Context: an optimization exercise on an open-source flow, tuned for small area, a short achievable clock period and few clock cycles per item. The choices shown serve that exercise and are no tape-out recipe.
The RTL was checked by simulation tests, not by an equivalence proof against the original design.
Power figures rest on the tool's default switching activity, not on a simulated workload.

==> build 88 <==
Design alu_arbiter, start of the top module:
module alu_arbiter
#(
  parameter int WIDTH   = 32,
  parameter int MUL_LAT = 3
) (
  input  logic             clk,
  input  logic             rst_n,
  input  logic             req0_valid,
  output logic             req0_ready,
  input  logic [2:0]       req0_op,
  input  logic [WIDTH-1:0] req0_a,
  input  logic [WIDTH-1:0] req0_b,
  input  logic             req1_valid,
  output logic             req1_ready,
  input  logic [2:0]       req1_op,
  input  logic [WIDTH-1:0] req1_a,
  input  logic [WIDTH-1:0] req1_b,
  output logic             resp_valid,
  input  logic             resp_ready,
  output logic             resp_id,
  output logic [WIDTH-1:0] resp_data,
  output logic             resp_zero,
  output logic             resp_neg
);
==> flow/config.mk <==
export PLATFORM = sky130hd
export DESIGN_NAME = alu_arbiter
export DESIGN_NICKNAME = alu_arbiter
export VERILOG_FILES = /design/flow/design.v
export SDC_FILE = /design/flow/constraint.sdc
export NUM_CORES = 4
export LEC_CHECK = 0
export CAP_MARGIN = 20
export CORE_MARGIN = 2
export CORE_UTILIZATION = 65
export PLACE_DENSITY = 0.75
export SLEW_MARGIN = 20
export SYNTH_HIERARCHICAL = 1
export SYNTH_MINIMUM_KEEP_SIZE = 0
==> flow/constraint.sdc <==
create_clock -name core_clock -period 12.5 [get_ports {clk}]
set_input_delay 2.5000 -clock core_clock [delete_from_list [all_inputs] [get_ports {clk}]]
set_output_delay 2.5000 -clock core_clock [all_outputs]
set_load 0.01 [all_outputs]
standard.sh (not shown) runs the stock make flow with config.mk's settings and CLKGATE_MAP_FILE= SYNTH_SCRIPT=/design/flow/synth_recipe.tcl, a recipe that flattens the netlist after the stock synthesis.
==> flow/flow/run.sh <==
#!/bin/bash
# Layout: the standard ORFS flow (standard.sh), unchanged except for
# make-variable settings: a larger setup repair target (the SDC, clock period
# and I/O delays are untouched), plain buffers on the ports, and clock tree
# synthesis without dummy loads.
set -euo pipefail
bash standard.sh \
  SETUP_SLACK_MARGIN=6.9 \
  "BUFFER_PORTS_ARGS=-buffer_cell sky130_fd_sc_hd__buf_1" \
  "CTS_ARGS=-sink_clustering_enable -repair_clock_nets -dont_use_dummy_load" \
  finish > standard_flow.log 2>&1
==> inputs of trial 95, as changes to build 88 <==
--- a/flow/flow/run.sh
+++ b/flow/flow/run.sh
@@ -7,3 +7,3 @@
 bash standard.sh \
-  SETUP_SLACK_MARGIN=6.9 \
+  SETUP_SLACK_MARGIN=6.6 \
   "BUFFER_PORTS_ARGS=-buffer_cell sky130_fd_sc_hd__buf_1" \
==> inputs of trial 16, as changes to build 88 <==
--- a/flow/flow/run.sh
+++ b/flow/flow/run.sh
@@ -7,3 +7,3 @@
 bash standard.sh \
-  SETUP_SLACK_MARGIN=6.9 \
+  SETUP_SLACK_MARGIN=6.75 \
   "BUFFER_PORTS_ARGS=-buffer_cell sky130_fd_sc_hd__buf_1" \
==> comparison <==
- Power, highest first: build 88, trial 16, trial 95.
- Clock power is about the same in trial 95 and trial 16.
- Combinational power, lowest first: trial 95, trial 16, build 88.
- Wire length, highest first: build 88, trial 16, trial 95.
- Cell count: trial 95 is smaller than build 88 (about 0.9%).
- Synthesized cell count is the same in trial 16 and build 88.
- Critical path depth is the same in trial 95 and trial 16.
- Flip-flop and latch count is the same in build 88 and trial 16.
- Die area is the same in trial 16 and build 88.
- In sequential power, trial 16 and build 88 hardly differ.
- The lowest fmax belongs to trial 95, the highest to build 88.
==> figures <==
|  | build 88 | trial 16 | trial 95 |
|---|---|---|---|
| Run status | timing/DRC/antenna clean | timing/DRC/antenna clean | timing/DRC/antenna clean |
| Area added between synthesis and finish | 8.45% | 6.95% | 6.14% |
| Total of cells resized after clock tree synthesis | 26 | 10 | 1 |
| Minimum setup slack among reg-to-reg paths | 6.94 ns | 6.89 ns | 6.79 ns |
| Static leakage power | 7.42 nW | 7.31 nW | 7.26 nW |
| Power Density | 261 nW/um^2 | 257 nW/um^2 | 255 nW/um^2 |
| Post-DR vias/cell | 6.84 | 6.77 | 6.78 |
| Maximum ir drop on the vdd rail | 0.000411 V | 0.000412 V | 0.000412 V |
| Worst-path fanout max | 15 | 15 | 31 |
| Routed length per instance | 24.7 um | 24.3 um | 24.3 um |
| Fin util | 71.9% | 70.9% | 70.4% |
| Reg power frac | 15.7% | 16.2% | 16.4% |
| Post-layout minimum cycle time | 5.56 ns | 5.61 ns | 5.71 ns |
| Post-route insts no fill | 2144 | 2128 | 2125 |
| Gate power share | 75.4% | 74.7% | 74.3% |
| Number of buffers inserted to repair setup after CTS | 1 | 0 | 0 |
| Total of fill cells in the finished design | 1888 | 1927 | 1943 |
| Vias | 14665 | 14410 | 14399 |
| Non-clock buffer instance count of the final layout | 230 | 214 | 212 |
| Met3 Routed Length | 6830 um | 6500 um | 6580 um |
| Detailed-routed wire length on met2 | 23600 um | 23200 um | 23000 um |
| Clk network pwr share | 8.8% | 9.1% | 9.2% |
| Top sig layer | met4 | met5 | met4 |
Testbench counts of build 88, summed over its fixed seeds: cycles 4,016, items 4,000.
Testbench counts of trial 95, summed over its fixed seeds: cycles 4,016, items 4,000.
Testbench counts of trial 16, summed over its fixed seeds: cycles 4,016, items 4,000.

---

==> 10-08 <==
alu_arbiter, a different RTL version from the one above (not shown whole).
// alu_arbiter
module alu_arbiter
#(
  parameter int WIDTH   = 32,
  parameter int MUL_LAT = 3
) (
  input  logic             clk,
  input  logic             rst_n,
  input  logic             req0_valid,
  output logic             req0_ready,
  input  logic [2:0]       req0_op,
  input  logic [WIDTH-1:0] req0_a,
  input  logic [WIDTH-1:0] req0_b,
  input  logic             req1_valid,
  output logic             req1_ready,
  input  logic [2:0]       req1_op,
  input  logic [WIDTH-1:0] req1_a,
  input  logic [WIDTH-1:0] req1_b,
  output logic             resp_valid,
  input  logic             resp_ready,
  output logic             resp_id,
  output logic [WIDTH-1:0] resp_data,
  output logic             resp_zero,
  output logic             resp_neg
);
  logic last_grant, cv, cid, en, acc0, acc1, acc;
  logic [2:0] op_g;
  logic [31:0] a_g, b_g, bm_g, by_g, y;
  logic cin_q, f_q;
  logic [31:0] a_q, by_q;
  logic [15:0] one_g, two_g, neg_g, one_q, two_q, neg_q;
  logic cin_g, f_g;
  assign en         = ~resp_valid | resp_ready;
  assign req0_ready = cv & ~cid & en & (last_grant | ~req1_valid);
  assign req1_ready = cv &  cid & en & (~last_grant | ~req0_valid);
  assign acc0       = req0_valid & req0_ready;
  assign acc1       = req1_valid & req1_ready;
  assign acc        = acc0 | acc1;
  assign op_g = cid ? req0_op : req1_op;
  assign a_g  = cid ? req0_a  : req1_a;
  assign b_g  = cid ? req0_b  : req1_b;
  always_comb begin
    cin_g = 1'b0;
    f_g   = 1'b0;
    bm_g  = 32'd1;
    by_g  = '0;
    case (op_g)
      alu_pkg::ALU_MUL: bm_g = b_g;
      alu_pkg::ALU_SHL: bm_g = 32'd1 << b_g[4:0];
      alu_pkg::ALU_OR:  by_g = b_g & ~a_g;
      alu_pkg::ALU_SUB, alu_pkg::ALU_CMP: begin cin_g = 1'b1; by_g = ~b_g; end
      alu_pkg::ALU_CMM: begin cin_g = 1'b1; f_g = 1'b1; by_g = ~b_g; end
      alu_pkg::ALU_CME: begin f_g = 1'b1; by_g = ~b_g; end
      default: by_g = b_g;
    endcase
  end
  always_ff @(posedge clk or negedge rst_n) begin
    if (!rst_n) begin
      last_grant <= 1'b1;
      cid        <= 1'b0;
      cv         <= 1'b0;
      resp_valid <= 1'b0;
    end else begin
      if (acc) last_grant <= acc1;
      cid <= ~cid;
      cv  <= cid ? req0_valid : req1_valid;
      if (en) resp_valid <= acc;
    end
  end
  always_ff @(posedge clk) begin
    a_q   <= a_g;
    one_q <= one_g;
    two_q <= two_g;
  ...
==> flow/config.mk <==
export PLATFORM = sky130hd
export DESIGN_NAME = alu_arbiter
export DESIGN_NICKNAME = alu_arbiter
export VERILOG_FILES = /design/flow/design.v
export SDC_FILE = /design/flow/constraint.sdc
export NUM_CORES = 4
export LEC_CHECK = 0
export CAP_MARGIN = 20
export CORE_MARGIN = 2
export CORE_UTILIZATION = 65
export PLACE_DENSITY = 0.75
export SLEW_MARGIN = 20
export SYNTH_HIERARCHICAL = 1
export SYNTH_MINIMUM_KEEP_SIZE = 0
==> flow/constraint.sdc <==
create_clock -name core_clock -period 12.5 [get_ports {clk}]
set_input_delay 2.5000 -clock core_clock [delete_from_list [all_inputs] [get_ports {clk}]]
set_output_delay 2.5000 -clock core_clock [all_outputs]
set_load 0.01 [all_outputs]
==> flow/flow/run.sh <==
#!/bin/bash
# Layout: the standard ORFS flow (standard.sh), unchanged except for
# make-variable settings: a larger setup repair target (the SDC, clock period
# and I/O delays are untouched) and plain buffers on the ports.
set -euo pipefail
MARGIN=6.75
bash standard.sh \
  SETUP_SLACK_MARGIN=$MARGIN \
  "BUFFER_PORTS_ARGS=-buffer_cell sky130_fd_sc_hd__buf_1" \
  finish > standard_flow.log 2>&1
==> inputs of 12-15, as changes to 10-08 <==
--- a/flow/flow/run.sh
+++ b/flow/flow/run.sh
@@ -4,5 +4,5 @@
 # and I/O delays are untouched) and plain buffers on the ports.
 set -euo pipefail
-MARGIN=6.75
+MARGIN=7
 bash standard.sh \
   SETUP_SLACK_MARGIN=$MARGIN \
- CORE_UTILIZATION: 65 -> 40
- PLACE_DENSITY: 0.75 -> unset
==> notes <==
12-15 completed without violations. 10-08 went through all stages and came out clean.
Against 10-08, the wire length of 12-15 is higher by 12%.
Maximum frequency: 10-08 is smaller than 12-15 (about 2.7%).
Clock skew: 12-15 is higher than 10-08 (9.3 ps).
Of 10-08 and 12-15, 12-15 has the higher critical path depth (gap 12).
Combinational power: 10-08 is smaller than 12-15 (15%).
Of 12-15 and 10-08, 10-08 has the higher via count (gap 0.42%, measured against 10-08).
Between 10-08 and 12-15, the lower core utilization is in 12-15 (gap 26 points).
Between 10-08 and 12-15, the lower cell area is in 10-08 (gap 4.5%, measured against 12-15).
In 10-08 the first-iteration DRC count is larger than in 12-15, by 40%.
Of 12-15 and 10-08, 12-15 has the higher setup slack (gap 160 ps).
==> figures <==
                                                                                                  10-08           12-15
Post-route cell area                                                                        0.0201 mm^2     0.0210 mm^2
Power consumed by sequential cells                                                               758 uW          766 uW
Maximum net fanout on the critical path                                                               3              13
Outcome                                                                                  finished clean  finished clean
DP Worst Slack                                                                                  6200 ps         6130 ps
Fraction of standard cell area in multi-input logic                                               70.1%           68.1%
Clock transition at the register clock pins on the worst setup and hold paths after CTS           90 ps           80 ps
Kind of capture point of the worst setup path                                               output port       flip-flop
Floorplan die area                                                                          0.0294 mm^2     0.0472 mm^2
Worst Tran Pin Value                                                                            1090 ps         1060 ps
IR drop worst, VDD                                                                           0.000245 V      0.000286 V
Final weighted congestion in routability-driven placement                                         0.977           0.872
End point of the critical path                                                               req1_ready   resp_data[29]
Horizontal die dimension                                                                         171 um          217 um
Post-Route Utilization                                                                            72.5%           46.6%
Combinational group power                                                                       3930 uW         4630 uW
Inst Count DP                                                                                      2172            2393
WL/cell                                                                                         25.7 um         25.8 um
Layout fillers                                                                                     2009            4154
Stages on the worst setup path                                                                        4              16
Std-Cell Rows                                                                                        61              78
Testbench counts of 10-08, summed over its fixed seeds: cycles 4,016, items 4,000.
Testbench counts of 12-15, summed over its fixed seeds: cycles 4,016, items 4,000.

-- port drivers added, routing unchanged --
The results above use ideal ports. As a check the final layouts listed here were re-extracted and re-timed, cells and wires unchanged. Step 1 assumes that a clkbuf_16 drives the clock port and a buf_2 every other input. Step 2 times the ports against the registers' clock, not the clock port: input delays grow and output delays shrink by t, the midpoint of the rising clock arrivals with the driver on. a / b / c = ideal / step 1 / step 2; a / b = the first two.
run	shift t [ns]	slack for setup (ns)	clock arrival spread, ns	slew at the worst register clock pin (ns)
build 88	0.472	6.937 / 6.937 / 6.937	0.024 / 0.024	0.07 / 0.07
trial 95	0.472	6.786 / 6.786 / 6.786	0.025 / 0.025	0.07 / 0.07
trial 16	0.468	6.891 / 6.878 / 6.878	0.027 / 0.027	0.07 / 0.07
10-08	0.483	6.792 / 6.770 / 6.770	0.021 / 0.021	0.09 / 0.09
12-15	0.509	6.948 / 6.911 / 6.911	0.030 / 0.030	0.09 / 0.09
After both steps setup and hold are still met in every run listed. The setup slack of 12-15, which loses most, moves by -0.037 ns with the drivers and by -0.037 ns with both steps.
